This design comes from an exercise in tuning for small area on the open sky130 flow, not from production work.
Function was checked by simulation only, so behaviour that the tests miss may differ from the original.

==> design.v <==
module avst_pkt_gen #(
  parameter int          DATA_WIDTH  = 512,
  parameter int          EMPTY_WIDTH = 6,
  parameter int          LEN_WIDTH   = 16,
  parameter logic [31:0] SEED        = 32'h2022_0001
) (
  input  logic                 clk,
  input  logic                 rst_n,
  input  logic                 start_i,
  input  logic [15:0]          cfg_num_pkts_i,
  input  logic [LEN_WIDTH-1:0] cfg_len_i,
  input  logic                 cfg_rand_len_i,
  input  logic [7:0]           cfg_gap_i,
  output logic [DATA_WIDTH-1:0]  src_data,
  output logic                   src_valid,
  input  logic                   src_ready,
  output logic                   src_sop,
  output logic                   src_eop,
  output logic [EMPTY_WIDTH-1:0] src_empty,
  output logic                 busy_o,
  output logic                 done_o,
  output logic [15:0]          pkt_count_o
);
  localparam int BYTES = DATA_WIDTH / 8;
  localparam logic [31:0] LFSR_MASK = 32'h8020_0003;   
  logic        busy_q, valid_q, done_q;
  logic [31:0] lfsr_q;
  logic [15:0] num_pkts_q;
  logic [15:0] pkt_count_q;
  logic [15:0] len_q;        
  logic        rand_q;
  logic [7:0]  gap_q;
  logic [9:0]  cnt_q;        
  logic [5:0]  lastb_q;      
  logic [1:0]  base_q;       
  logic        sop_q;
  logic [7:0]  prem_q;       
  logic [15:0] len_d;
  logic [15:0] rem_d;        
  logic [5:0]  lastb_eff;    
  logic [15:0] lenm1_d;      
  logic [9:0]  cnt_nl_d;     
  logic [15:0] pkt_inc_d;
  logic        cnt_zero, accept, load, last_pkt_d;
  logic [7:0]  urem_r0, urem_x;
  avst_pkt_gen_urem u_urem (.r0(urem_r0), .x(urem_x), .d(len_d), .nosub(load && !rand_q),
                            .r(rem_d));
  always_comb begin
    cnt_zero   = (cnt_q == '0);
    accept     = valid_q && src_ready;
    load       = busy_q && !valid_q && !done_q && cnt_zero;
    len_d      = busy_q ? len_q : {cfg_len_i[15:1], cfg_len_i[0] | (cfg_len_i == '0)};
    lenm1_d    = len_q - 16'd1;
    urem_r0    = !load ? 8'h00        : rand_q ? prem_q      : lenm1_d[15:8];
    urem_x     = !load ? lfsr_q[15:8] : rand_q ? lfsr_q[7:0] : lenm1_d[7:0];
    if (!busy_q)                  cnt_nl_d = '0;
    else if (valid_q && !accept)  cnt_nl_d = cnt_q;
    else if (valid_q && cnt_zero) cnt_nl_d = 10'(gap_q);
    else                          cnt_nl_d = cnt_q - 10'd1;
    lastb_eff  = lastb_q | {6{!cnt_zero}};
    pkt_inc_d  = pkt_count_q + 16'd1;
    last_pkt_d = (pkt_inc_d == num_pkts_q);
  end
  always_ff @(posedge clk or negedge rst_n) begin
    if (!rst_n) begin
      busy_q      <= 1'b0;
      valid_q     <= 1'b0;
      done_q      <= 1'b0;
      pkt_count_q <= '0;
      lfsr_q      <= SEED;
    end else begin
      if (!busy_q) begin
        if (start_i) begin
          busy_q      <= 1'b1;
          done_q      <= (cfg_num_pkts_i == '0);
          pkt_count_q <= '0;
        end
      end else if (done_q) begin
        busy_q <= 1'b0;
        done_q <= 1'b0;
      end else if (valid_q) begin
        if (accept && cnt_zero) begin
          valid_q     <= 1'b0;
          pkt_count_q <= pkt_inc_d;
          done_q      <= last_pkt_d;
        end
      end else if (cnt_zero) begin
        valid_q <= 1'b1;
        lfsr_q  <= {1'b0, lfsr_q[31:1]} ^ (lfsr_q[0] ? LFSR_MASK : 32'h0);
      end
    end
  end
  always_ff @(posedge clk) begin
    prem_q  <= rem_d[7:0];
    len_q   <= len_d;
    cnt_q   <= load ? rem_d[15:6] : cnt_nl_d;
    if (!busy_q) begin
      num_pkts_q <= cfg_num_pkts_i;
      rand_q     <= cfg_rand_len_i;
      gap_q      <= cfg_gap_i;
    end
    if (load) begin
      lastb_q <= rem_d[5:0];
      base_q  <= pkt_count_q[7:6];
      sop_q   <= 1'b1;
    end else if (accept && !cnt_zero) begin
      base_q  <= base_q + 2'd1;
      sop_q   <= 1'b0;
    end
  end
  logic [7:0] base8;
  assign base8 = {base_q, pkt_count_q[5:0]};
  always_comb begin
    for (int i = 0; i < BYTES; i++) begin
      src_data[DATA_WIDTH-1-8*i -: 8] =
          (6'(i) <= lastb_eff) ? base8 + 8'(i) : 8'h00;
    end
  end
  assign src_valid   = valid_q;
  assign src_sop     = sop_q;
  assign src_eop     = cnt_zero;
  assign src_empty   = ~lastb_eff;
  assign busy_o      = busy_q;
  assign done_o      = done_q;
  assign pkt_count_o = pkt_count_q;
endmodule
module avst_pkt_gen_urem (
  input  logic [7:0]  r0,
  input  logic [7:0]  x,
  input  logic [15:0] d,
  input  logic        nosub,
  output logic [15:0] r
);
  logic [16:0] rr, v, t, msk;
  logic        big;
  always_comb begin
    rr = 17'(r0);
    for (int j = 1; j <= 8; j++) begin
      msk = (17'd1 << (8 + j)) - 17'd1;
      v   = ((rr << 1) | 17'(x[8-j])) & msk;
      big = (|(17'(d) & ~msk)) | nosub;
      t   = v + (17'(~d) & msk) + 17'd1;
      rr  = ((t[8+j] && !big) ? t : v) & msk;
    end
    r = rr[15:0];
  end
endmodule
==> flow/run.sh <==
#!/bin/bash
# Own layout flow: the standard ORFS flow (standard.sh), with these changes.
#  - Synthesis keeps the remainder array as its own module (SYNTH_HIERARCHICAL 1
#    in config.mk). ABC maps that module with flow/abc_speed.script (area mapping
#    with a small delay weight, then gate sizing to a delay target) and the rest of the design with
#    flow/abc_area_top.script (AIG size reduction with &deepsyn, then area
#    mapping); see flow/abc_split.tcl. Yosys keeps its own adder mapping (no
#    Kogge-Stone $lcu map, no full/half adder cell extraction). Everything before
#    ABC, and so every register, is the standard synthesis's.
#  - The port buffers that global placement puts on every input and output are
#    sky130_fd_sc_hd__buf_1.
set -euo pipefail
here=$(pwd)
rm -rf "$here/orfs_scripts"
cp -r "$FLOW_HOME/scripts" "$here/orfs_scripts"
cp "$here/flow/abc_speed.script" "$here/flow/abc_area_top.script" "$here/flow/abc_split.tcl" "$here/orfs_scripts/"
grep -q '^  log_cmd abc {\*}\$abc_args$' "$here/orfs_scripts/synth.tcl"
sed -i 's|^  log_cmd abc {\*}\$abc_args$|  source $::env(SCRIPTS_DIR)/abc_split.tcl|' "$here/orfs_scripts/synth.tcl"
export SCRIPTS_DIR="$here/orfs_scripts"
export BUFFER_PORTS_ARGS="-buffer_cell sky130_fd_sc_hd__buf_1"
export SYNTH_OPERATIONS_ARGS="-nofsm"
export ADDER_MAP_FILE=""
export CTS_ARGS="-sink_clustering_enable -repair_clock_nets -buf_list sky130_fd_sc_hd__clkbuf_8 -dont_use_dummy_load"
bash standard.sh finish > standard_flow.log 2>&1
==> flow/abc_area_top.script <==
strash
dc2
strash
&get -n
&deepsyn -T 20
&put
dch -f
amap
topo
==> flow/abc_speed.script <==
strash
&get -n
&fraig -x
&put
scorr
dc2
strash
dch -f
amap -Q 0.3
topo
buffer -c
upsize -D 18000
dnsize -D 18000
==> flow/abc_split.tcl <==
# Own flow: ABC maps the remainder array (module avst_pkt_gen_urem, kept apart by
# SYNTH_HIERARCHICAL 1) with a delay target (abc_speed.script), then the rest of
# the design for area (abc_area_top.script). Registers were mapped before this.
set abc_rest [lrange $abc_args 2 end]
log_cmd abc -script $::env(SCRIPTS_DIR)/abc_speed.script {*}$abc_rest avst_pkt_gen_urem
log_cmd abc -script $::env(SCRIPTS_DIR)/abc_area_top.script {*}$abc_rest
==> standard.sh <==
#!/bin/bash
# synth_recipe.tcl (not shown) runs the flow's synth.tcl, then flattens the netlist and writes it again
# the make line also repeats each setting of config.mk as NAME=value (left out here)
make -C /OpenROAD-flow-scripts/flow DESIGN_CONFIG=/design/flow/config.mk WORK_HOME=/design/flow/orfs CLKGATE_MAP_FILE= SYNTH_SCRIPT=/design/flow/synth_recipe.tcl "${@:-finish}"
==> config.mk <==
export PLATFORM = sky130hd
export DESIGN_NAME = avst_pkt_gen
export DESIGN_NICKNAME = avst_pkt_gen
export VERILOG_FILES = /design/flow/design.v
export SDC_FILE = /design/flow/constraint.sdc
export NUM_CORES = 4
export LEC_CHECK = 0
export CAP_MARGIN = 20
export CORE_MARGIN = 2
export CORE_UTILIZATION = 40
export CTS_BUF_LIST = sky130_fd_sc_hd__clkbuf_8
export GPL_TIMING_DRIVEN = 1
export SETUP_SLACK_MARGIN = -0.5
export SLEW_MARGIN = 20
export SYNTH_HIERARCHICAL = 1
==> constraint.sdc <==
create_clock -name core_clock -period 28.0 [get_ports {clk}]
set_input_delay 5.6000 -clock core_clock [delete_from_list [all_inputs] [get_ports {clk}]]
set_output_delay 5.6000 -clock core_clock [all_outputs]
set_load 0.01 [all_outputs]
==> results of run 1 <==
==> per-module statistics from Yosys (local to each module, per instance) <==
module             cell area, um2  flip-flops and latches  times used  cells inside
avst_pkt_gen                 9104                     119           1          1424
avst_pkt_gen_urem            3814                       0           1           591
==> metrics by stage <==
stage	hold WS (ns)	utilization
2_1_floorplan	0.4497	-
3_3_place_gp	0.4568	0.4985
3_5_place_dp	0.4708	0.4988
4_1_cts	0.4526	0.5062
5_1_grt	0.4800	0.5181
6_report	0.4520	0.5181
==> critical path, delay by kind of cell <==
| family | cells | cell delay [ns] |
|---|---|---|
| and+or+nand+nor | 29 | 4.30 |
| AOI/OAI and AO/OA | 99 | 14.87 |
| buffers and inverters | 15 | 2.08 |
==> metal layers <==
layer  global-route usage  vias up  wire [um]
li1                     -     8383          -
met1               0.6060     8856      32760
met2               0.6359     1285      32280
met3               0.1813      229      11110
met4               0.1824        4       3529
met5              0.02370        -        119
==> how the worst max path moves through the flow <==
stage,startpoint,to,slack [ns],cells past startpoint
floorplan,cnt_q[0],cnt_q[0],0.77,154
global placement,cfg_len_i[13],cnt_q[1],0.97,145
detailed placement,cfg_len_i[13],cnt_q[0],0.18,145
CTS,cfg_len_i[13],cnt_q[0],0.57,145
global route,cfg_len_i[13],cnt_q[3],-0.58,147
finish,cfg_len_i[15],cnt_q[3],1.26,143
==> placed cells by master, fill, tap and decap left out, types with 5 or more instances in the layout <==
| cell | instances |
|---|---|
| a211oi_1 | 84 |
| a21oi_1 | 79 |
| a21oi_2 | 38 |
| a221oi_1 | 24 |
| a22o_1 | 5 |
| a22oi_1 | 9 |
| a2bb2oi_1 | 39 |
| a31oi_1 | 8 |
| buf_1 | 582 |
| buf_4 | 78 |
| clkbuf_8 | 17 |
| clkinv_1 | 151 |
| dfrtp_1 | 45 |
| dfxtp_1 | 25 |
| edfxtp_1 | 43 |
| inv_1 | 44 |
| inv_2 | 7 |
| nand2_1 | 122 |
| nor2_1 | 764 |
| nor2_2 | 9 |
| nor3_1 | 40 |
| nor4_1 | 5 |
| o21a_1 | 17 |
| o21ai_0 | 83 |
| o21ai_1 | 19 |
| o21ai_2 | 20 |
| o22a_1 | 20 |
| o22ai_1 | 97 |
| o22ai_2 | 20 |
| o2bb2ai_1 | 11 |
| o31ai_1 | 6 |
| o32ai_1 | 12 |
| or2_0 | 9 |
| xnor2_1 | 6 |
| xor2_1 | 47 |
==> flip-flops by register name, summed over array words and instances (netlist names) <==
| signal | flops |
|---|---|
| lfsr_q | 32 |
| len_q | 16 |
| num_pkts_q | 16 |
| pkt_count_q | 16 |
| cnt_q | 10 |
| gap_q | 8 |
| prem_q | 8 |
| lastb_q | 6 |
| base_q | 2 |
| busy_q | 1 |
| done_q | 1 |
| rand_q | 1 |
| sop_q | 1 |
| valid_q | 1 |
==> cell families (layout without fill, tap and decap cells) <==
| group | Yosys count | after routing | synth area share |
|---|---|---|---|
| xor+xnor | 53 | 53 | 0.03594 |
| flops | 119 | 119 | 0.2379 |
| simple gates | 977 | 977 | 0.2967 |
| buf+inv | 236 | 889 | 0.08010 |
| compound gates | 630 | 631 | 0.3494 |
==> final cells by class <==
| type | count | area (um2) |
|---|---|---|
| Clock buffer | 17 | 234.0 |
| Fill cell | 3458 | 15290 |
| Inverter | 205 | 779.5 |
| Multi-Input combinational cell | 1661 | 9007 |
| Sequential cell | 119 | 3075 |
| Tap cell | 402 | 503.0 |
| Timing Repair Buffer | 665 | 2820 |
| Timing Repair inverter | 2 | 12.51 |
==> repair_timing <==
item / in CTS / in global routing
setup buffers: 0 / 18
gates resized for setup: 0 / 37
endpoints found under the setup margin: 0 / 24
==> run notes, run 1 <==
Post-DP HPWL -> 63310 um
Highest cell delay on the worst timing path -> 0.35 ns
WL/cell -> 25.98 um
Cell area after synthesis -> 0.01292 mm2
Worst hold path stage count -> 2
Core ar. -> 0.03172 mm2
Sequential cell area fraction in the yosys report -> 0.2379
Crit path launch type -> primary input
Final cycle utilization of the critical path -> 0.9548
Area Overhead vs Synth -> 27.21%
Most area-consuming cells after synthesis -> nor2_1 (22%), edfxtp_1 (10%), dfrtp_1 (9.1%)
Yosys top cell by area -> nor2_1
Yosys warning total -> 8
Worst setup timing slack at the placement stage -> 0.1797 ns
Top_reg_cell synth -> dfrtp_1
Fmax achieved -> 37.40 MHz
Area fraction of the dominant cell type after synthesis -> 0.2243
Post-synthesis area per instance -> 6.411 um2
Most frequent cells after synthesis -> nor2_1 (772), clkinv_1 (153), nand2_1 (122)
Fraction of final layout cells sized beyond drive strength 1 -> 0.08917
Hold Crit Endpoint -> lfsr_q[9]
Number of placement rows -> 65
First-pass GRT wire length -> 110100 um
Vias after detailed routing -> 18760
Count of TritonRoute iterations in the first routing pass -> 6
Quantity of hold-fixing buffers added after cts -> 0
Clock latency (worst-skew pair) -> 0.46 ns
Antenna violations before repair -> 1
Required time of the critical path -> 28.17 ns
Clk pin slew, worst setup/hold paths -> 0.09 ns
Post-route DRC violation count -> 0
Cells after synthesis -> 2015
Beginning of the worst hold path -> lfsr_q[10]
Master cell of the clock root buffer -> clkbuf_8
Total number of H-tree levels -> 4
Synth cell types -> 73
Grt total ovfl -> 0
Fin cells -> 3071
Die extent in x -> 183.7 um
Final critical path time including I/O delays and setup -> 26.74 ns
Count of input and output buffers -> 583
Detail Route Antenna Nets -> 0
Setup TNS Final -> 0 ns
Slowest cell on the critical path -> nor2_1
Post-layout net count -> 2716
Antenna Cells -> 0
Post-route cell area -> 0.01643 mm2
Setup crit end kind -> flop
Startpoint of the worst-slack reg-to-reg timing path -> cnt_q[0]
Synth Net Count -> 2060
Outcome -> timing/DRC/antenna clean
Most frequent cell on the critical path -> a21oi_2
Maximum number of pins on one net before global-route repair -> 69
Max transition margin -> 0.1673
Initial core utilization -> 0.4073
Crit Path Class -> primary input to flop
Number of endpoints with negative hold slack in the final report -> 0
Path type of the worst min-delay path -> flop to flop
TritonCTS clock tree -> yes
Async set-reset flop share out of synthesis -> 0.4286
Cell total after placement -> 3030
Slack of the worst reg-to-reg path -> 2.64 ns
Num Clock Sinks -> 119
Top-level port count -> 584
Via-per-instance ratio -> 6.108
Most frequent cell after synthesis -> nor2_1
Worst-case clock buffer depth -> 2
Total die area -> 0.03375 mm2
Number of buffers created by CTS -> 17
Die Ht -> 183.7 um
Number of flops mapped to enable cells by yosys -> 43
Via count of the first global-routing pass -> 16200
Area after DPL -> 0.01582 mm2
Worst Path Max Fanout -> 11
Max Cap Viol -> 0
Actual transition at the worst max-transition pin -> 1.236 ns
Total length of routed wires -> 79790 um
Final number of setup-violating endpoints -> 0
Final worst slack -> 1.265 ns
Number of DRC markers after the initial detailed-route iteration -> 2376
Weighted congestion at the end of routability-driven global placement -> 1.099
Number of cells traversed by the worst register-to-register path -> 157
RR Endpoint -> cnt_q[3]
Final Skew -> 0.03900 ns
Count of pins over their slew limit -> 0
Data arrival, critical path -> 26.91 ns
Global Route Usage Sum -> 0.4509
Number of synthesized register bits -> 119
==> inputs of run 2 (changes only) <==
--- a/flow/run.sh
+++ b/flow/run.sh
@@ -9,4 +9,2 @@
 #    ABC, and so every register, is the standard synthesis's.
-#  - The port buffers that global placement puts on every input and output are
-#    sky130_fd_sc_hd__buf_1.
 set -euo pipefail
@@ -19,3 +17,2 @@
 export SCRIPTS_DIR="$here/orfs_scripts"
-export BUFFER_PORTS_ARGS="-buffer_cell sky130_fd_sc_hd__buf_1"
 export SYNTH_OPERATIONS_ARGS="-nofsm"
--- a/config.mk
+++ b/config.mk
@@ -12,3 +12,3 @@
 export GPL_TIMING_DRIVEN = 1
-export SETUP_SLACK_MARGIN = -0.5
+export SETUP_SLACK_MARGIN = -1.0
 export SLEW_MARGIN = 20
==> run 2 against run 1 <==
  * Still clean
  * Area after synthesis unchanged
  * Die area did not move
  * Routed wire length rose by 2.7%
  * Cell count barely moved
  * Register-to-register slack improved by 0.08 ns
  * Synthesized cell count is the same
  * Clock skew is 0.012 ns lower
  * Core utilization grew 11 points
  * Flip-flop and latch count stayed put
  * Final area increased by 22%
  * Largest cell class unchanged
==> run notes, run 2 <==
Top_reg_cell synth -> dfrtp_1
Yosys top cell by area -> nor2_1
Total number of H-tree levels -> 4 (unchanged)
Number of flops mapped to enable cells by yosys -> 43 (unchanged)
Cells after synthesis -> 2015 (unchanged)
Actual transition at the worst max-transition pin -> 1.203 ns (-0.03291 ns)
Worst setup timing slack at the placement stage -> 0.1819 ns (+0.002247 ns)
Area of the multi-input gates -> 0.008960 mm2 (-0.53%)
Slowest cell on the critical path -> or4_1
Crit Path Class -> primary input to flop
Final worst slack -> 0.7610 ns (-0.5036 ns)
GR Layer Usage met3 -> 0.2066 (+0.02536)
Global Route Usage Sum -> 0.4686 (+0.01771)
Fraction of final layout cells sized beyond drive strength 1 -> 0.08546 (-0.003715)
Data arrival, critical path -> 27.44 ns (+0.53 ns)
Most frequent cell on the critical path -> a21oi_2
Count of input and output buffers -> 583 (unchanged)
Count of TritonRoute iterations in the first routing pass -> 8 (+2)
Cell total after placement -> 3044 (+0.46%)
Path type of the worst min-delay path -> flop to flop
Via-per-instance ratio -> 6.248 (+2.3%)
Post-route DRC violation count -> 0 (unchanged)
Category of cells accounting for the largest share of critical-path delay -> compound AO/OA/AOI/OAI gates
Number of DRC markers after the initial detailed-route iteration -> 2720 (+14%)
Master cell of the clock root buffer -> clkbuf_8
Grt total ovfl -> 0 (unchanged)
WL/cell -> 26.70 um (+2.8%)
Total length of routed wires -> 81980 um (+2.7%)
Number of synthesized register bits -> 119 (unchanged)
Setup crit end kind -> flop
Core ar. -> 0.03172 mm2 (unchanged)
Post-layout net count -> 2715 (-0.037%)
Highest cell delay on the worst timing path -> 0.62 ns (+0.27 ns)
Post-DP HPWL -> 65000 um (+2.7%)
Number of endpoints with negative hold slack in the final report -> 0 (unchanged)
TritonCTS clock tree -> yes
Final number of setup-violating endpoints -> 0 (unchanged)
Number of buffers created by CTS -> 17 (unchanged)
Outcome -> timing/DRC/antenna clean
Post-synthesis area per instance -> 6.411 um2 (unchanged)
Detail Route Antenna Nets -> 0 (unchanged)
Synth Net Count -> 2060 (unchanged)
Clock latency (worst-skew pair) -> 0.45 ns (about the same)
Quantity of hold-fixing buffers added after cts -> 0 (unchanged)
Worst Path Max Fanout -> 9 (-2)
Max transition margin -> 0.1930 (+0.02569)
Async set-reset flop share out of synthesis -> 0.4286 (unchanged)
Antenna violations before repair -> 5 (+4)
Crit path launch type -> primary input
Num Clock Sinks -> 119 (unchanged)
Synth cell types -> 73 (unchanged)
Fmax achieved -> 36.71 MHz (-1.8%)
Most frequent standard cell in the layout excluding fill and tap cells -> nor2_1
Die extent in x -> 183.7 um (unchanged)
Required time of the critical path -> 28.20 ns (+0.03 ns)
Final critical path time including I/O delays and setup -> 27.24 ns (+0.5036 ns)
Largest register by flop count -> lfsr_q
Die Ht -> 183.7 um (unchanged)
Most frequent cell after synthesis -> nor2_1
Initial core utilization -> 0.4073 (unchanged)
Maximum number of pins on one net before global-route repair -> 69 (unchanged)
Count of pins over their slew limit -> 0 (unchanged)
Top-level port count -> 584 (unchanged)
Yosys warning total -> 8 (unchanged)
GRT Max-Usage Layer -> met2
Final cycle utilization of the critical path -> 0.9728 (+0.01798)
Setup TNS Final -> 0 ns (unchanged)
Area Overhead vs Synth -> 54.89%
Weighted congestion at the end of routability-driven global placement -> 1.059 (-3.6%)
Sum of buffers and inverters on the critical path -> 10 (-5)
Final Skew -> 0.02735 ns (-0.01165 ns)
Routing usage on met1 -> 0.6175 (+0.01141)
Highest-count cells in the layout ignoring fill and taps -> nor2_1 (770), clkdlybuf4s50_1 (582), clkinv_1 (151), nand2_1 (122), o22ai_1 (98)
Global Route met2 Usage -> 0.6438 (+0.007849)
Worst-case clock buffer depth -> 2 (unchanged)
Most frequent cells after synthesis -> nor2_1 (772), clkinv_1 (153), nand2_1 (122)
Via count of the first global-routing pass -> 16910 (+4.4%)
Antenna Cells -> 0 (unchanged)
Number of placement rows -> 65 (unchanged)
Number of flip-flops in the largest register -> 32 (unchanged)
Cell area after synthesis -> 0.01292 mm2 (unchanged)
Fin cells -> 3070 (-0.033%)
Seq. cell area -> 0.003075 mm2 (unchanged)
Clk pin slew, worst setup/hold paths -> 0.08 ns (about the same)
Vias after detailed routing -> 19180 (+2.3%)
Max Cap Viol -> 0 (unchanged)
First-pass GRT wire length -> 115000 um (+4.5%)
Area fraction of the dominant cell type after synthesis -> 0.2243 (unchanged)
Total die area -> 0.03375 mm2 (unchanged)
Filler Cell Count -> 2892 (-16%)
Most area-consuming cells after synthesis -> nor2_1 (22%), edfxtp_1 (10%), dfrtp_1 (9.1%)
Sequential cell area fraction in the yosys report -> 0.2379 (unchanged)
## run 2: logic make-up after synthesis
group,count (synthesis),share of synthesized area
XOR/XNOR,53,0.03594
AND/OR/NAND/NOR,977,0.2967
flip-flops,119,0.2379
AO/OA/AOI/OAI,630,0.3494
buffers and inverters,236,0.08010
## run 2: worst paths after layout
kind / startpoint / cells past startpoint / slack [ns] / end
worst max-delay path: cfg_len_i[9] / 143 / 0.76 / cnt_q[5]
worst min-delay path: lfsr_q[10] / 2 / 0.47 / lfsr_q[9]
worst max register to register: cnt_q[0] / 152 / 2.72 / cnt_q[5]
worst min register to register: lfsr_q[10] / 2 / 0.47 / lfsr_q[9]
max in group asynchronous: rst_n / 2 / 22.19 / pkt_count_q[5]
min in group asynchronous: rst_n / 2 / 5.27 / pkt_count_q[11]
## run 2: per-layer routing
metal | vias up | part of all wire | wire length [um]
met4 | 10 | 0.057 | 4705
met5 | - | 0.0011 | 93
li1 | 8412 | - | -
met2 | 1573 | 0.40 | 32540
met1 | 8868 | 0.39 | 31630
met3 | 318 | 0.16 | 13010
## run 2: cell type report
| cell class | instances | share of cell area |
|---|---|---|
| multi-input cells | 1660 | 0.4478 |
| flip-flops and latches | 119 | 0.1537 |
| well taps | 402 | 0.02514 |
| clock buffers | 17 | 0.01169 |
| repair buffers | 666 | 0.3226 |
| repair inverters | 1 | 0.0002501 |
| inverters | 205 | 0.03883 |
## run 2: per-module statistics from Yosys (local to each module, per instance)
| module | cells inside | area (um2) | flip-flops and latches | times used |
|---|---|---|---|---|
| avst_pkt_gen_urem | 591 | 3814 | 0 | 1 |
| avst_pkt_gen | 1424 | 9104 | 119 | 1 |
## run 2: stage by stage
stage / utilization / cell area, um2 / hold WS [ns]
2_1_floorplan: - / 12920 / 0.4497
3_5_place_dp: 0.6174 / 19580 / 0.4799
4_1_cts: 0.6247 / 19820 / 0.4630
3_3_place_gp: 0.6171 / 19570 / 0.4567
5_1_grt: 0.6308 / 20010 / 0.4916
6_report: 0.6308 / 20010 / 0.4718
## run 2: what timing repair did
action	in CTS	in global routing
gates resized for setup	0	22
setup buffers	0	5
endpoints found under the setup margin	0	24
## run 2: worst reg2reg max path: cells and delay by family, from the launching register on
| kind | cells | cell delay, ns |
|---|---|---|
| AOI/OAI and AO/OA | 108 | 16.84 |
| buffers and inverters | 12 | 2.34 |
| DFF | 1 | 0.42 |
| and+or+nand+nor | 32 | 5.41 |
==> inputs of run 3 (changes only) <==
==> run.sh (new file) <==
#!/bin/bash
# synth_recipe.tcl (not shown) runs the flow's synth.tcl, then flattens the netlist and writes it again
# the make line also repeats each setting of config.mk as NAME=value (left out here)
make -C /OpenROAD-flow-scripts/flow DESIGN_CONFIG=/design/flow/config.mk WORK_HOME=/design/flow/orfs CLKGATE_MAP_FILE= SYNTH_SCRIPT=/design/flow/synth_recipe.tcl finish
--- a/config.mk
+++ b/config.mk
@@ -10,6 +10,2 @@
 export CORE_UTILIZATION = 40
-export CTS_BUF_LIST = sky130_fd_sc_hd__clkbuf_8
-export GPL_TIMING_DRIVEN = 1
-export SETUP_SLACK_MARGIN = -1.0
 export SLEW_MARGIN = 20
-export SYNTH_HIERARCHICAL = 1
removed: flow/run.sh
removed: flow/abc_area_top.script
removed: flow/abc_speed.script
removed: flow/abc_split.tcl
removed: standard.sh
==> run 3 against run 2 <==
  * Critical endpoint is now cnt_q[9]
  * Sequential share of layout area decreased by 2.7 points
  * Global-route usage decreased by 3.6 points
  * Still clean
  * First-iteration DRC count increased by 14%
  * Largest cell class unchanged
  * Critical path type unchanged
==> run notes, run 3 <==
Outcome -> timing/DRC/antenna clean
Count of pins over their slew limit -> 0 (unchanged)
Via-per-instance ratio -> 6.137 (-1.8%)
Die Ht -> 211.6 um (+15%)
Most frequent cell after synthesis -> nor2_1
Post-route DRC violation count -> 0 (unchanged)
Count of input and output buffers -> 583 (unchanged)
Grt total ovfl -> 0 (unchanged)
Category of cells accounting for the largest share of critical-path delay -> compound AO/OA/AOI/OAI gates
Total length of routed wires -> 101400 um (+24%)
Quantity of hold-fixing buffers added after cts -> 0 (unchanged)
Number of placement rows -> 76 (+17%)
WL/cell -> 28.44 um (+6.5%)
Num Clock Sinks -> 119 (unchanged)
Antenna violations before repair -> 8 (+3)
Most frequent cell on the critical path -> ha_1
Maximum number of pins on one net before global-route repair -> 52 (-25%)
Clock latency (worst-skew pair) -> 0.43 ns (-0.02 ns)
Slowest cell on the critical path -> a211oi_2
Max transition margin -> 0.1694 (-0.02360)
Actual transition at the worst max-transition pin -> 1.233 ns (+0.02981 ns)
Number of setup buffers added after CTS -> 0 (unchanged)
Synth Net Count -> 2660 (+29%)
Die extent in x -> 211.6 um (+15%)
Required time of the critical path -> 28.18 ns (-0.02 ns)
Post-synthesis area per instance -> 6.943 um2 (+8.3%)
Seq. cell area -> 0.003080 mm2 (+0.16%)
Number of DRC markers after the initial detailed-route iteration -> 3110 (+14%)
Fmax achieved -> 39.48 MHz (+7.5%)
WHS -> 0.4598 ns (-0.01196 ns)
Resized cells post-CTS -> 0 (unchanged)
Top-level port count -> 584 (unchanged)
Initial core utilization -> 0.4029 (-0.004364)
Worst hold path stage count -> 2 (unchanged)
Number of synthesized register bits -> 119 (unchanged)
Final Skew -> 0.01274 ns (-0.01461 ns)
Yosys top cell by area -> nor2_1
Synth cell types -> 98 (+34%)
Setup TNS Final -> 0 ns (unchanged)
Worst Path Max Fanout -> 19 (+10)
Final number of setup-violating endpoints -> 0 (unchanged)
Clk pin slew, worst setup/hold paths -> 0.06 ns (-0.02 ns)
Most frequent cells after synthesis -> nor2_1 (583), nand2_1 (255), xnor2_1 (192)
Final cycle utilization of the critical path -> 0.9047 (-0.06813)
Number of cells traversed by the worst register-to-register path -> 74 (-51%)
Filler Cell Count -> 4051 (+40%)
Weighted congestion at the end of routability-driven global placement -> 1.029 (-2.9%)
Via count of the first global-routing pass -> 20090 (+19%)
Final critical path time including I/O delays and setup -> 25.33 ns (-1.908 ns)
Sum of buffers and inverters on the critical path -> 7 (-3)
Setup repair after global routing missed its margin -> false
Cell area after synthesis -> 0.01724 mm2 (+33%)
Detail Route Antenna Nets -> 0 (unchanged)
Global Route Usage Sum -> 0.4327 (-0.03591)
First-pass GRT wire length -> 140000 um (+22%)
Number of flops mapped to enable cells by yosys -> 43 (unchanged)
Setup crit end kind -> flop
Count of TritonRoute iterations in the first routing pass -> 8 (unchanged)
Area of the multi-input gates -> 0.01337 mm2 (+49%)
Area Overhead vs Synth -> 41.32%
Path type of the worst min-delay path -> flop to flop
Crit path launch type -> primary input
Max Cap Viol -> 0 (unchanged)
TritonCTS clock tree -> yes
Area fraction of the dominant cell type after synthesis -> 0.1269 (-0.09740)
Sequential cell area fraction in the yosys report -> 0.1782 (-0.05965)
Async set-reset flop share out of synthesis -> 0.4286 (unchanged)
Post-DP HPWL -> 79710 um (+23%)
Critical path depth in cells -> 74 (-48%)
Yosys warning total -> 2 (-6)
Number of endpoints with negative hold slack in the final report -> 0 (unchanged)
Total die area -> 0.04478 mm2 (+33%)
Master cell of the clock root buffer -> clkbuf_16
Data arrival, critical path -> 25.51 ns (-1.93 ns)
Worst-case clock buffer depth -> 2 (unchanged)
Crit Path Class -> primary input to flop
Post-layout util -> 0.5694 (-0.06145)
Number of buffers created by CTS -> 17 (unchanged)
Vias after detailed routing -> 21890 (+14%)
Fraction of final layout cells sized beyond drive strength 1 -> 0.06459 (-0.02087)
Total number of H-tree levels -> 4 (unchanged)
Most area-consuming cells after synthesis -> nor2_1 (13%), xnor2_1 (9.8%), ha_1 (9.0%)
Highest-count cells in the layout ignoring fill and taps -> nor2_1 (582), clkdlybuf4s50_1 (582), nand2_1 (255), xnor2_1 (191), a21oi_1 (133)
Core ar. -> 0.04279 mm2 (+35%)
Top_reg_cell synth -> dfrtp_1
Highest cell delay on the worst timing path -> 0.78 ns (+0.16 ns)
Post-layout net count -> 3183 (+17%)
Number of flip-flops in the largest register -> 32 (unchanged)
Cells after synthesis -> 2483 (+23%)
Largest register by flop count -> lfsr_q
-- run 3: layout make-up --
| cell class | instances | share of cell area |
|---|---|---|
| Tap cell | 546 | 0.02804 |
| Clock buffer | 17 | 0.01746 |
| Multi-Input combinational cell | 2138 | 0.5489 |
| Sequential cell | 119 | 0.1264 |
| Timing Repair Buffer | 653 | 0.2609 |
| Antenna cell | 1 | 0.0001027 |
| Inverter | 77 | 0.01186 |
| Clock inverter | 15 | 0.006317 |
-- run 3: stage by stage --
stage	instances	cell area, um2	worst slack (ns)
detailed placement	3533	23760	2.521
global placement	3531	23750	2.908
global route	3565	24360	0.9213
floorplan	2483	17240	5.881
CTS	3565	24340	2.941
finish	3566	24360	2.669
-- run 3: routing by layer --
layer | global-route usage | up-vias | wire length [um]
met5 | 0.02670 | - | 213
met4 | 0.2003 | 11 | 5219
met3 | 0.1767 | 317 | 13870
met2 | 0.6424 | 1613 | 42700
met1 | 0.5428 | 10440 | 39430
li1 | - | 9502 | -
-- run 3: cells by family after synthesis --
group / Yosys count / share of synthesized area
simple gates: 1132 / 0.2857
compound gates: 513 / 0.1944
xor+xnor: 305 / 0.1549
buf+inv: 226 / 0.05233
fa+ha+maj: 132 / 0.09928
flops: 119 / 0.1782
mux: 56 / 0.03513
-- run 3: worst paths after layout --
path,startpoint,end,slack (ns)
min,lfsr_q[29],lfsr_q[29],0.46
max in group asynchronous,rst_n,pkt_count_q[5],22.15
max reg2reg,busy_q,cnt_q[9],6.33
max,cfg_len_i[1],cnt_q[9],2.67
min in group asynchronous,rst_n,done_q,5.33
min reg2reg,lfsr_q[29],lfsr_q[29],0.46
-- run 3: worst min-delay path: stages, from the launching register on --
cell and delay [ns]:
dfstp_2 0.37, nand2_1 0.05, nand2_1 0.05
==> inputs of run 4 (changes only) <==
--- a/config.mk
+++ b/config.mk
@@ -10,2 +10,4 @@
 export CORE_UTILIZATION = 40
+export CTS_BUF_LIST = sky130_fd_sc_hd__clkbuf_8
+export SETUP_SLACK_MARGIN = -0.5
 export SLEW_MARGIN = 20
==> run 4 against run 3 <==
  * Still clean
  * Sequential share of layout area is 0.086 points higher
  * Worst setup slack worse by 0.068 ns
  * Synthesized cell count stayed put
  * Critical endpoint unchanged
==> run notes, run 4 <==
Count of input and output buffers -> 583 (unchanged)
Most frequent standard cell in the layout excluding fill and tap cells -> nor2_1
Sequential cell area fraction in the yosys report -> 0.1782 (unchanged)
Highest-count cells in the layout ignoring fill and taps -> nor2_1 (583), clkdlybuf4s50_1 (582), nand2_1 (255), xnor2_1 (191), a21oi_1 (133)
Highest cell delay on the worst timing path -> 0.80 ns (+0.02 ns)
Detail Route Antenna Nets -> 0 (unchanged)
Grt total ovfl -> 0 (unchanged)
Total number of H-tree levels -> 4 (unchanged)
Setup crit end kind -> flop
RR Endpoint -> cnt_q[9]
Setup TNS Final -> 0 ns (unchanged)
Num Clock Sinks -> 119 (unchanged)
Fraction of final layout cells sized beyond drive strength 1 -> 0.06488 (+0.0002883)
Final Skew -> 0.02103 ns (+0.008289 ns)
Top_reg_cell synth -> dfrtp_1
Final critical path time including I/O delays and setup -> 25.40 ns (+0.06831 ns)
Number of endpoints with negative hold slack in the final report -> 0 (unchanged)
Die Ht -> 211.6 um (unchanged)
Initial core utilization -> 0.4029 (unchanged)
Crit path launch type -> primary input
Number of flops mapped to enable cells by yosys -> 43 (unchanged)
Quantity of hold-fixing buffers added after cts -> 0 (unchanged)
Post-layout util -> 0.5655 (-0.003860)
Fmax achieved -> 39.37 MHz (-0.27%)
Clock latency (worst-skew pair) -> 0.46 ns (+0.03 ns)
Async set-reset flop share out of synthesis -> 0.4286 (unchanged)
Vias after detailed routing -> 21870 (-0.078%)
Path type of the worst min-delay path -> flop to flop
Outcome -> timing/DRC/antenna clean
Number of buffers created by CTS -> 17 (unchanged)
WHS -> 0.4622 ns (+0.002378 ns)
Actual transition at the worst max-transition pin -> 1.235 ns (+0.002150 ns)
Number of setup buffers added after CTS -> 0 (unchanged)
Total die area -> 0.04478 mm2 (unchanged)
Synth cell types -> 98 (unchanged)
Max transition margin -> 0.1679 (-0.001448)
Global Route Usage Sum -> 0.4323 (about the same)
Area after DPL -> 0.02376 mm2 (unchanged)
WL/cell -> 28.34 um (-0.38%)
Synth Net Count -> 2660 (unchanged)
Crit Path Class -> primary input to flop
Post-synthesis area per instance -> 6.943 um2 (unchanged)
Worst setup endpoint -> cnt_q[9]
Yosys warning total -> 2 (unchanged)
Area Overhead vs Synth -> 40.36%
Startpoint of the most critical setup path -> cfg_len_i[1]
Filler Cell Count -> 4079 (+0.69%)
Number of flip-flops in the largest register -> 32 (unchanged)
Slack of the worst reg-to-reg path -> 6.25 ns (-0.08 ns)
Weighted congestion at the end of routability-driven global placement -> 1.029 (unchanged)
Antenna violations before repair -> 6 (-2)
Resized cells post-CTS -> 0 (unchanged)
Most frequent cell on the critical path -> ha_1
Via count of the first global-routing pass -> 19990 (-0.50%)
Number of DRC markers after the initial detailed-route iteration -> 3028 (-2.6%)
Number of placement rows -> 76 (unchanged)
Most frequent cell after synthesis -> nor2_1
Maximum number of pins on one net before global-route repair -> 52 (unchanged)
Largest register by flop count -> lfsr_q
Top-level port count -> 584 (unchanged)
Count of pins over their slew limit -> 0 (unchanged)
Via-per-instance ratio -> 6.122 (-0.25%)
Area fraction of the dominant cell type after synthesis -> 0.1269 (unchanged)
Post-route DRC violation count -> 0 (unchanged)
Data arrival, critical path -> 25.61 ns (+0.10 ns)
Most area-consuming cells after synthesis -> nor2_1 (13%), xnor2_1 (9.8%), ha_1 (9.0%)
TritonCTS clock tree -> yes
Slowest cell on the critical path -> a211oi_2
Yosys top cell by area -> nor2_1
Post-route cell area -> 0.02420 mm2 (-0.68%)
Cells after synthesis -> 2483 (unchanged)
Master cell of the clock root buffer -> clkbuf_8
Max Cap Viol -> 0 (unchanged)
Setup repair after global routing missed its margin -> false
Number of cells traversed by the worst register-to-register path -> 74 (unchanged)
Final number of setup-violating endpoints -> 0 (unchanged)
Most frequent cells after synthesis -> nor2_1 (583), nand2_1 (255), xnor2_1 (192)
Worst Path Max Fanout -> 19 (unchanged)
First-pass GRT wire length -> 139900 um (about the same)
Post-DP HPWL -> 79710 um (unchanged)
Required time of the critical path -> 28.21 ns (+0.03 ns)
Worst-case clock buffer depth -> 2 (unchanged)
Die extent in x -> 211.6 um (unchanged)
Clk pin slew, worst setup/hold paths -> 0.08 ns (+0.02 ns)
Cell area after synthesis -> 0.01724 mm2 (unchanged)
Seq. cell area -> 0.003080 mm2 (unchanged)
Count of TritonRoute iterations in the first routing pass -> 7 (-1)
Final cycle utilization of the critical path -> 0.9071 (+0.002440)
Total length of routed wires -> 101200 um (-0.21%)
Startpoint of the worst-slack reg-to-reg timing path -> busy_q
Core ar. -> 0.04279 mm2 (unchanged)
Number of synthesized register bits -> 119 (unchanged)
Post-layout net count -> 3185 (+0.063%)
Area of the multi-input gates -> 0.01337 mm2 (about the same)
run 4: cell counts after synthesis:
No cell type changed its count.
run 4: worst min-delay path by stage:
| stage | from | endpoint | slack [ns] | cells past startpoint |
|---|---|---|---|---|
| after detailed placement | lfsr_q[29] | lfsr_q[29] | 0.45 | 2 |
| after global routing | lfsr_q[29] | lfsr_q[29] | 0.50 | 2 |
| after floorplan | lfsr_q[19] | lfsr_q[18] | 0.44 | 2 |
| after CTS | lfsr_q[29] | lfsr_q[29] | 0.46 | 2 |
| final | lfsr_q[29] | lfsr_q[29] | 0.46 | 2 |
| after global placement | lfsr_q[29] | lfsr_q[29] | 0.45 | 2 |
run 4: cell families (layout without fill, tap and decap cells):
| group | after synthesis | after routing | synth area share |
|---|---|---|---|
| AND/OR/NAND/NOR | 1132 | 1132 | 0.2857 |
| AO/OA/AOI/OAI | 513 | 513 | 0.1944 |
| XOR/XNOR | 305 | 305 | 0.1549 |
| buffers and inverters | 226 | 764 | 0.05233 |
| adder cells (fa/ha/maj) | 132 | 132 | 0.09928 |
| flip-flops | 119 | 119 | 0.1782 |
| multiplexers | 56 | 56 | 0.03513 |
| other | 0 | 5 | 0 |
run 4: through the flow:
stage / cells / setup slack, ns
6_report: 3572 / 2.600
5_1_grt: 3567 / 0.9625
4_1_cts: 3565 / 2.979
3_5_place_dp: 3533 / 2.521
3_3_place_gp: 3531 / 2.908
2_1_floorplan: 2483 / 5.881
run 4: critical path: cells and delay by family:
kind | cells | cell delay (ns)
AOI/OAI and AO/OA | 37 | 10.04
xor gates and xnor gates | 1 | 0.17
adders and majority gates | 9 | 3.02
buffers and inverters | 7 | 1.63
muxes | 3 | 1.19
and+or+nand+nor | 17 | 3.92
run 4: layout make-up:
cell class / count / area share
Inverter: 77 / 0.01194
Clock inverter: 15 / 0.006360
Antenna cell: 5 / 0.0005171
Multi-Input combinational cell: 2138 / 0.5525
Clock buffer: 17 / 0.009669
Sequential cell: 119 / 0.1273
Timing Repair Buffer: 655 / 0.2634
Tap cell: 546 / 0.02823
run 4: per-layer routing:
layer,global-route usage,part of all wire,vias to the layer above,wire [um]
li1,-,-,9520,-
met2,0.6455,0.43,1663,43130
met3,0.1832,0.14,255,14390
met4,0.1899,0.047,0,4763
met1,0.5412,0.38,10430,38930
met5,0,0,-,0
==> inputs of run 5 (changes only) <==
--- a/config.mk
+++ b/config.mk
@@ -13 +13,2 @@
 export SLEW_MARGIN = 20
+export SYNTH_HIERARCHICAL = 1
==> run 5 against run 4 <==
  * Critical path depth is the same
  * Core utilization shrank 0.79 points
  * Synthesized cell count is 3.3% higher
  * Sequential share of layout area is 0.16 points lower
  * Clock-buffer cell count unchanged
  * Register-to-register slack got worse by 0.33 ns
  * Hold slack worse by 0.0074 ns
==> run notes, run 5 <==
Die Ht -> 214.2 um (+1.2%)
Worst setup timing slack at the placement stage -> 2.011 ns (-0.5097 ns)
Count of TritonRoute iterations in the first routing pass -> 6 (-1)
Number of synthesized register bits -> 119 (unchanged)
Most frequent cells after synthesis -> nor2_1 (607), nand2_1 (268), xnor2_1 (194)
Required time of the critical path -> 28.18 ns (-0.03 ns)
Final number of setup-violating endpoints -> 0 (unchanged)
Count of input and output buffers -> 583 (unchanged)
Category of cells accounting for the largest share of critical-path delay -> compound AO/OA/AOI/OAI gates
Initial core utilization -> 0.4022 (-0.0007245)
Number of buffers created by CTS -> 17 (unchanged)
Num Clock Sinks -> 119 (unchanged)
Async set-reset flop share out of synthesis -> 0.4286 (unchanged)
Vias after detailed routing -> 22250 (+1.8%)
Seq. cell area -> 0.003079 mm2 (about the same)
Post-synthesis area per instance -> 6.886 um2 (-0.83%)
Area of the multi-input gates -> 0.01372 mm2 (+2.6%)
Count of pins over their slew limit -> 0 (unchanged)
Fmax achieved -> 38.54 MHz (-2.1%)
Sum of buffers and inverters on the critical path -> 6 (-1)
Highest-count cells in the layout ignoring fill and taps -> nor2_1 (606), clkdlybuf4s50_1 (582), nand2_1 (268), xnor2_1 (192), a21oi_1 (140)
Total die area -> 0.04587 mm2 (+2.4%)
Post-layout net count -> 3258 (+2.3%)
Final worst slack -> 2.056 ns (-0.5446 ns)
Number of DRC markers after the initial detailed-route iteration -> 2449 (-19%)
Setup repair after global routing missed its margin -> false
First-pass GRT wire length -> 144900 um (+3.6%)
Filler Cell Count -> 4351 (+6.7%)
Master cell of the clock root buffer -> clkbuf_8
Via count of the first global-routing pass -> 20400 (+2.1%)
Final critical path time including I/O delays and setup -> 25.94 ns (+0.5446 ns)
Slowest cell on the critical path -> a211oi_2
Clock latency (worst-skew pair) -> 0.48 ns (+0.02 ns)
Total length of routed wires -> 103400 um (+2.2%)
Via-per-instance ratio -> 6.038 (-1.4%)
Worst-case clock buffer depth -> 2 (unchanged)
Area fraction of the dominant cell type after synthesis -> 0.1290 (+0.002025)
Worst Path Max Fanout -> 19 (unchanged)
Startpoint of the worst-slack reg-to-reg timing path -> cnt_q[5]
Number of flip-flops in the largest register -> 32 (unchanged)
Number of placement rows -> 77 (+1.3%)
Grt total ovfl -> 0 (unchanged)
Yosys warning total -> 8 (+6)
Yosys top cell by area -> nor2_1
Crit Path Class -> primary input to flop
Post-DP HPWL -> 81580 um (+2.3%)
Most frequent cell on the critical path -> ha_1
Most area-consuming cells after synthesis -> nor2_1 (13%), xnor2_1 (9.6%), ha_1 (9.1%)
Highest cell delay on the worst timing path -> 0.70 ns (-0.10 ns)
Actual transition at the worst max-transition pin -> 1.318 ns (+0.08268 ns)
Total number of H-tree levels -> 4 (unchanged)
Core ar. -> 0.04393 mm2 (+2.7%)
Max transition margin -> 0.1215 (-0.04642)
Area after DPL -> 0.02406 mm2 (+1.2%)
Critical path depth in cells -> 74 (unchanged)
Setup crit end kind -> flop
Global Route Usage Sum -> 0.4283 (-0.003935)
Post-route cell area -> 0.02449 mm2 (+1.2%)
Clk pin slew, worst setup/hold paths -> 0.08 ns (about the same)
Weighted congestion at the end of routability-driven global placement -> 1.049 (+1.9%)
Most frequent standard cell in the layout excluding fill and tap cells -> nor2_1
Antenna violations before repair -> 5 (-1)
Path type of the worst min-delay path -> flop to flop
Final cycle utilization of the critical path -> 0.9266 (+0.01945)
Number of cells traversed by the worst register-to-register path -> 73 (-1.4%)
Area Overhead vs Synth -> 38.64%
Most frequent cell after synthesis -> nor2_1
Crit path launch type -> primary input
Number of flops mapped to enable cells by yosys -> 43 (unchanged)
Cells after synthesis -> 2566 (+3.3%)
Data arrival, critical path -> 26.12 ns (+0.51 ns)
Fraction of final layout cells sized beyond drive strength 1 -> 0.06634 (+0.001464)
WL/cell -> 28.07 um (-0.93%)
Top-level port count -> 584 (unchanged)
Synth cell types -> 96 (-2.0%)
Maximum number of pins on one net before global-route repair -> 53 (+1.9%)
Outcome -> timing/DRC/antenna clean
WHS -> 0.4547 ns (-0.007446 ns)
Cell area after synthesis -> 0.01767 mm2 (+2.5%)
Top_reg_cell synth -> dfrtp_1
Detail Route Antenna Nets -> 0 (unchanged)
Slack of the worst reg-to-reg path -> 5.92 ns (-0.33 ns)
Sequential cell area fraction in the yosys report -> 0.1739 (-0.004317)
Largest register by flop count -> lfsr_q
Setup TNS Final -> 0 ns (unchanged)
Quantity of hold-fixing buffers added after cts -> 0 (unchanged)
Worst setup endpoint -> cnt_q[8]
Number of setup buffers added after CTS -> 0 (unchanged)
Max Cap Viol -> 0 (unchanged)
Synth Net Count -> 2747 (+3.3%)
Final Skew -> 0.01894 ns (-0.002081 ns)
Startpoint of the most critical setup path -> cfg_len_i[7]
Number of endpoints with negative hold slack in the final report -> 0 (unchanged)
TritonCTS clock tree -> yes
Die extent in x -> 214.2 um (+1.2%)
Resized cells post-CTS -> 0 (unchanged)
Post-route DRC violation count -> 0 (unchanged)
RR Endpoint -> cnt_q[8]
## run 5: cell types whose count changed after synthesis, sizes merged, moves of 15 or more
cell and delta:
nand2 +15, clkbuf -19, buf +19, o31ai +15
o21ai +21, nor2 +25, a21oi +16
## run 5: worst reg2reg max path, delay by kind of cell (launching register included)
| family | cells | cell delay (ns) |
|---|---|---|
| buffers and inverters | 5 | 1.91 |
| muxes | 3 | 1.15 |
| adders and majority gates | 8 | 2.56 |
| and+or+nand+nor | 17 | 4.18 |
| DFF | 1 | 0.49 |
| AOI/OAI and AO/OA | 40 | 11.47 |
## run 5: logic make-up after synthesis
family,share of synthesized area
AO/OA/AOI/OAI,0.1928
XOR/XNOR,0.1492
adder cells (fa/ha/maj),0.09971
buffers and inverters,0.05297
flip-flops,0.1739
multiplexers,0.02974
AND/OR/NAND/NOR,0.3016
## run 5: per-module statistics from Yosys, one instance, submodules excluded
module | flops+latches | area, um2
avst_pkt_gen_urem | 0 | 5996
avst_pkt_gen | 119 | 11670
## run 5: how the worst min path moves through the flow
| stage | start | endpoint | slack [ns] | depth (start not counted) |
|---|---|---|---|---|
| after floorplan | lfsr_q[17] | lfsr_q[17] | 0.43 | 2 |
| after global placement | lfsr_q[17] | lfsr_q[17] | 0.44 | 2 |
| after detailed placement | lfsr_q[17] | lfsr_q[17] | 0.45 | 2 |
| after CTS | lfsr_q[17] | lfsr_q[17] | 0.46 | 2 |
| after global routing | lfsr_q[17] | lfsr_q[17] | 0.47 | 2 |
| final | lfsr_q[17] | lfsr_q[17] | 0.45 | 2 |
## run 5: final cells by class
| cell class | instances | area share |
|---|---|---|
| clock buffer | 17 | 0.009552 |
| inverter | 79 | 0.01211 |
| clock inverter | 15 | 0.006028 |
| sequential | 119 | 0.1257 |
| multi-input combinational | 2219 | 0.5603 |
| tap | 592 | 0.03024 |
| antenna | 3 | 0.0003065 |
| timing repair buffer | 641 | 0.2558 |
## run 5: per-layer routing
layer,GRT usage,share of wire
met1,0.5498,0.40
met2,0.6344,0.41
met3,0.1728,0.14
met4,0.1799,0.048
met5,0,0.000068
## run 5: stage by stage
| stage | instances | util |
|---|---|---|
| 2_1_floorplan | 2566 | - |
| 3_3_place_gp | 3648 | 0.5474 |
| 3_5_place_dp | 3648 | 0.5476 |
| 4_1_cts | 3680 | 0.5563 |
| 5_1_grt | 3683 | 0.5574 |
| 6_report | 3685 | 0.5576 |
==> inputs of run 6 (changes only) <==
--- a/config.mk
+++ b/config.mk
@@ -7,2 +7,3 @@
 export LEC_CHECK = 0
+export ABC_AREA = 1
 export CAP_MARGIN = 20
==> run 6 against run 5 <==
  * Hold slack improved by 0.011 ns
  * Flip-flop and latch count did not move
  * Register-to-register slack improved by 2.9 ns
  * Core utilization barely moved
  * Via count rose by 6.5%
  * First-iteration DRC count rose by 30%
  * Critical path type unchanged
  * Largest cell class unchanged
  * Highest routed layer unchanged
==> run notes, run 6 <==
Number of flip-flops in the largest register -> 32 (unchanged)
Area Overhead vs Synth -> 37.72%
Highest-count cells in the layout ignoring fill and taps -> nand2_1 (672), clkdlybuf4s50_1 (582), nor2_1 (566), inv_1 (329), nand3_1 (179)
Die extent in x -> 215.3 um (+0.54%)
Top_reg_cell synth -> dfrtp_1
Cells after synthesis -> 2967 (+16%)
Resized cells post-CTS -> 0 (unchanged)
Master cell of the clock root buffer -> clkbuf_8
Sequential cell area fraction in the yosys report -> 0.1720 (-0.001900)
Via count of the first global-routing pass -> 22170 (+8.7%)
Path type of the worst min-delay path -> flop to flop
GRT Max-Usage Layer -> met2
Top-level port count -> 584 (unchanged)
Worst Path Max Fanout -> 20 (+1)
Number of flops mapped to enable cells by yosys -> 43 (unchanged)
Async set-reset flop share out of synthesis -> 0.4286 (unchanged)
Total length of routed wires -> 106700 um (+3.1%)
Slowest cell on the critical path -> ha_1
Synth Net Count -> 3148 (+15%)
Count of pins over their slew limit -> 0 (unchanged)
Highest cell delay on the worst timing path -> 0.54 ns (-0.16 ns)
Vias after detailed routing -> 23700 (+6.5%)
Required time of the critical path -> 28.29 ns (+0.11 ns)
Max transition margin -> 0.1976 (+0.07606)
Setup crit end kind -> flop
Grt total ovfl -> 0 (unchanged)
Number of placement rows -> 77 (unchanged)
Post-layout net count -> 3670 (+13%)
Area fraction of the dominant cell type after synthesis -> 0.1412 (+0.01225)
Number of buffers created by CTS -> 17 (unchanged)
Global Route Usage Sum -> 0.4398 (+0.01144)
Antenna violations before repair -> 3 (-2)
Most area-consuming cells after synthesis -> nand2_1 (14%), nor2_1 (12%), ha_1 (9.0%)
Post-route DRC violation count -> 0 (unchanged)
Actual transition at the worst max-transition pin -> 1.204 ns (-0.1141 ns)
Data arrival, critical path -> 22.47 ns (-3.65 ns)
Count of TritonRoute iterations in the first routing pass -> 6 (unchanged)
Yosys top cell by area -> nand2_1
Core ar. -> 0.04412 mm2 (+0.44%)
Clock latency (worst-skew pair) -> 0.46 ns (-0.02 ns)
Detail Route Antenna Nets -> 0 (unchanged)
Total die area -> 0.04636 mm2 (+1.1%)
Final cycle utilization of the critical path -> 0.7922 (-0.1344)
Yosys warning total -> 8 (unchanged)
Fraction of final layout cells sized beyond drive strength 1 -> 0.05854 (-0.007805)
Post-layout util -> 0.5576 (about the same)
Final number of setup-violating endpoints -> 0 (unchanged)
Number of endpoints with negative hold slack in the final report -> 0 (unchanged)
Final Skew -> 0.01002 ns (-0.008925 ns)
Most frequent standard cell in the layout excluding fill and tap cells -> nand2_1
Synth cell types -> 62 (-35%)
TritonCTS clock tree -> yes
Most frequent cell after synthesis -> nand2_1
Most frequent cell on the critical path -> nand2_1
Number of synthesized register bits -> 119 (unchanged)
GR Layer Usage met3 -> 0.1841 (+0.01138)
Routing usage on met1 -> 0.5322 (-0.01768)
Number of setup buffers added after CTS -> 0 (unchanged)
Weighted congestion at the end of routability-driven global placement -> 1.082 (+3.1%)
WL/cell -> 26.04 um (-7.3%)
Outcome -> timing/DRC/antenna clean
Setup repair after global routing missed its margin -> false
Post-synthesis area per instance -> 6.021 um2 (-13%)
Max Cap Viol -> 0 (unchanged)
Post-DP HPWL -> 84160 um (+3.2%)
Count of input and output buffers -> 583 (unchanged)
Worst setup timing slack at the placement stage -> 5.719 ns (+3.708 ns)
Quantity of hold-fixing buffers added after cts -> 0 (unchanged)
Most frequent cells after synthesis -> nand2_1 (672), nor2_1 (566), inv_1 (330)
Die Ht -> 215.3 um (+0.54%)
Worst-case clock buffer depth -> 2 (unchanged)
Num Clock Sinks -> 119 (unchanged)
First-pass GRT wire length -> 149700 um (+3.3%)
Maximum number of pins on one net before global-route repair -> 57 (+7.5%)
Fmax achieved -> 45.08 MHz (+17%)
Number of DRC markers after the initial detailed-route iteration -> 3186 (+30%)
Final critical path time including I/O delays and setup -> 22.18 ns (-3.762 ns)
Clk pin slew, worst setup/hold paths -> 0.08 ns (about the same)
Crit Path Class -> primary input to flop
Slack of the worst reg-to-reg path -> 8.83 ns (+2.91 ns)
Crit path launch type -> primary input
Initial core utilization -> 0.4048 (+0.002667)
Largest register by flop count -> lfsr_q
Final worst slack -> 5.818 ns (+3.762 ns)
Total number of H-tree levels -> 4 (unchanged)
Global Route met2 Usage -> 0.6565 (+0.02204)
Cell area after synthesis -> 0.01786 mm2 (+1.1%)
Setup TNS Final -> 0 ns (unchanged)
Via-per-instance ratio -> 5.784 (-4.2%)
Filler Cell Count -> 4575 (+5.1%)
==> run 6: cell types whose count changed after synthesis, moves of 31 or more <==
cell     change
nand2_1    +404
inv_1      +259
xnor2_1    -158
nand3_1    +123
nor2b_1     -80
xor2_1      +65
nor2_1      -41
o21ai_0     +41
o21a_1      -31
==> run 6: per-module statistics from Yosys (local to each module, per instance) <==
module             times used  area (um2)  cells
avst_pkt_gen_urem           1        6040   1057
avst_pkt_gen                1       11820   1910
==> run 6: cell type report <==
type | count | area, um2 | share of cell area
Antenna cell | 4 | 10.01 | 0.0004069
Clock inverter | 14 | 163.9 | 0.006662
Tap cell | 592 | 740.7 | 0.03011
Timing Repair Buffer | 615 | 6071 | 0.2468
Clock buffer | 18 | 247.7 | 0.01007
Sequential cell | 119 | 3077 | 0.1251
Multi-Input combinational cell | 2379 | 12950 | 0.5264
Inverter | 357 | 1343 | 0.05457
==> run 6: kinds of logic (layout without fill, tap and decap cells) <==
logic type,after synthesis,in the layout,share of synthesized area
buf+inv,469,1004,0.1035
xor+xnor,208,208,0.1020
fa+ha+maj,136,136,0.09862
compound gates,451,451,0.1495
other cells,0,4,0
simple gates,1582,1582,0.3733
mux,2,2,0.001121
flops,119,119,0.1720
==> run 6: worst paths after layout <==
path                         startpoint             end  cells after the start
max in group asynchronous         rst_n  pkt_count_q[1]                      2
setup reg to reg                 busy_q        cnt_q[9]                     99
hold / removal                    sop_q           sop_q                      2
min in group asynchronous         rst_n          done_q                      2
setup / recovery           cfg_len_i[8]        cnt_q[9]                     91
hold reg to reg                   sop_q           sop_q                      2
==> run 6: metrics by stage <==
step                cell area [um2]  hold WS (ns)  std cells
global placement              24170        0.4540       4062
detailed placement            24180        0.4548       4062
CTS                           24590        0.4695       4094
finish                        24600        0.4654       4098
global route                  24590        0.4820       4094
floorplan                     17860        0.4422       2967
==> run 6: critical path: cells and delay by family <==
family	cells	cell delay [ns]
adder cells (fa/ha/maj)	8	2.96
AND/OR/NAND/NOR	51	7.25
AO/OA/AOI/OAI	17	2.84
buffers and inverters	15	3.76
==> run 6: metal layers <==
layer | vias to the layer above | part of all wire
met4 | 2 | 0.063
met2 | 1711 | 0.42
met3 | 355 | 0.14
li1 | 10520 | -
met1 | 11120 | 0.38
met5 | - | 0.00010

-- afterwards: timing with drivers on the ports --
No port has a modelled driver above. Below, the same layouts with a new extraction and two added sets of constraints. Step 1, drivers: a clkbuf_16 drives clk and a buf_2 each remaining input, both assumed. Step 2 also shifts input and output timing later by t, the mid clock arrival at the registers, as if the neighbouring blocks saw the same clock. a / b / c = ideal ports / drivers / drivers and shift; a / b = the first two.
run	t (ns)	setup slack, ns	worst hold slack (ns)
run 1	0.490	1.265 / 1.292 / 0.802	0.452 / 0.452 / 0.452
run 2	0.486	0.761 / 0.785 / 0.299	0.472 / 0.472 / 0.472
run 3	0.473	2.669 / 2.693 / 2.220	0.460 / 0.460 / 0.460
run 4	0.495	2.600 / 2.619 / 2.124	0.462 / 0.462 / 0.462
run 5	0.528	2.056 / 2.089 / 1.561	0.455 / 0.455 / 0.455
run 6	0.506	5.818 / 5.839 / 5.333	0.465 / 0.465 / 0.465
After both steps setup and hold are still met in every run listed. For run 5, which loses most, drivers alone change the setup slack by +0.033 ns; drivers and shift together by -0.495 ns.
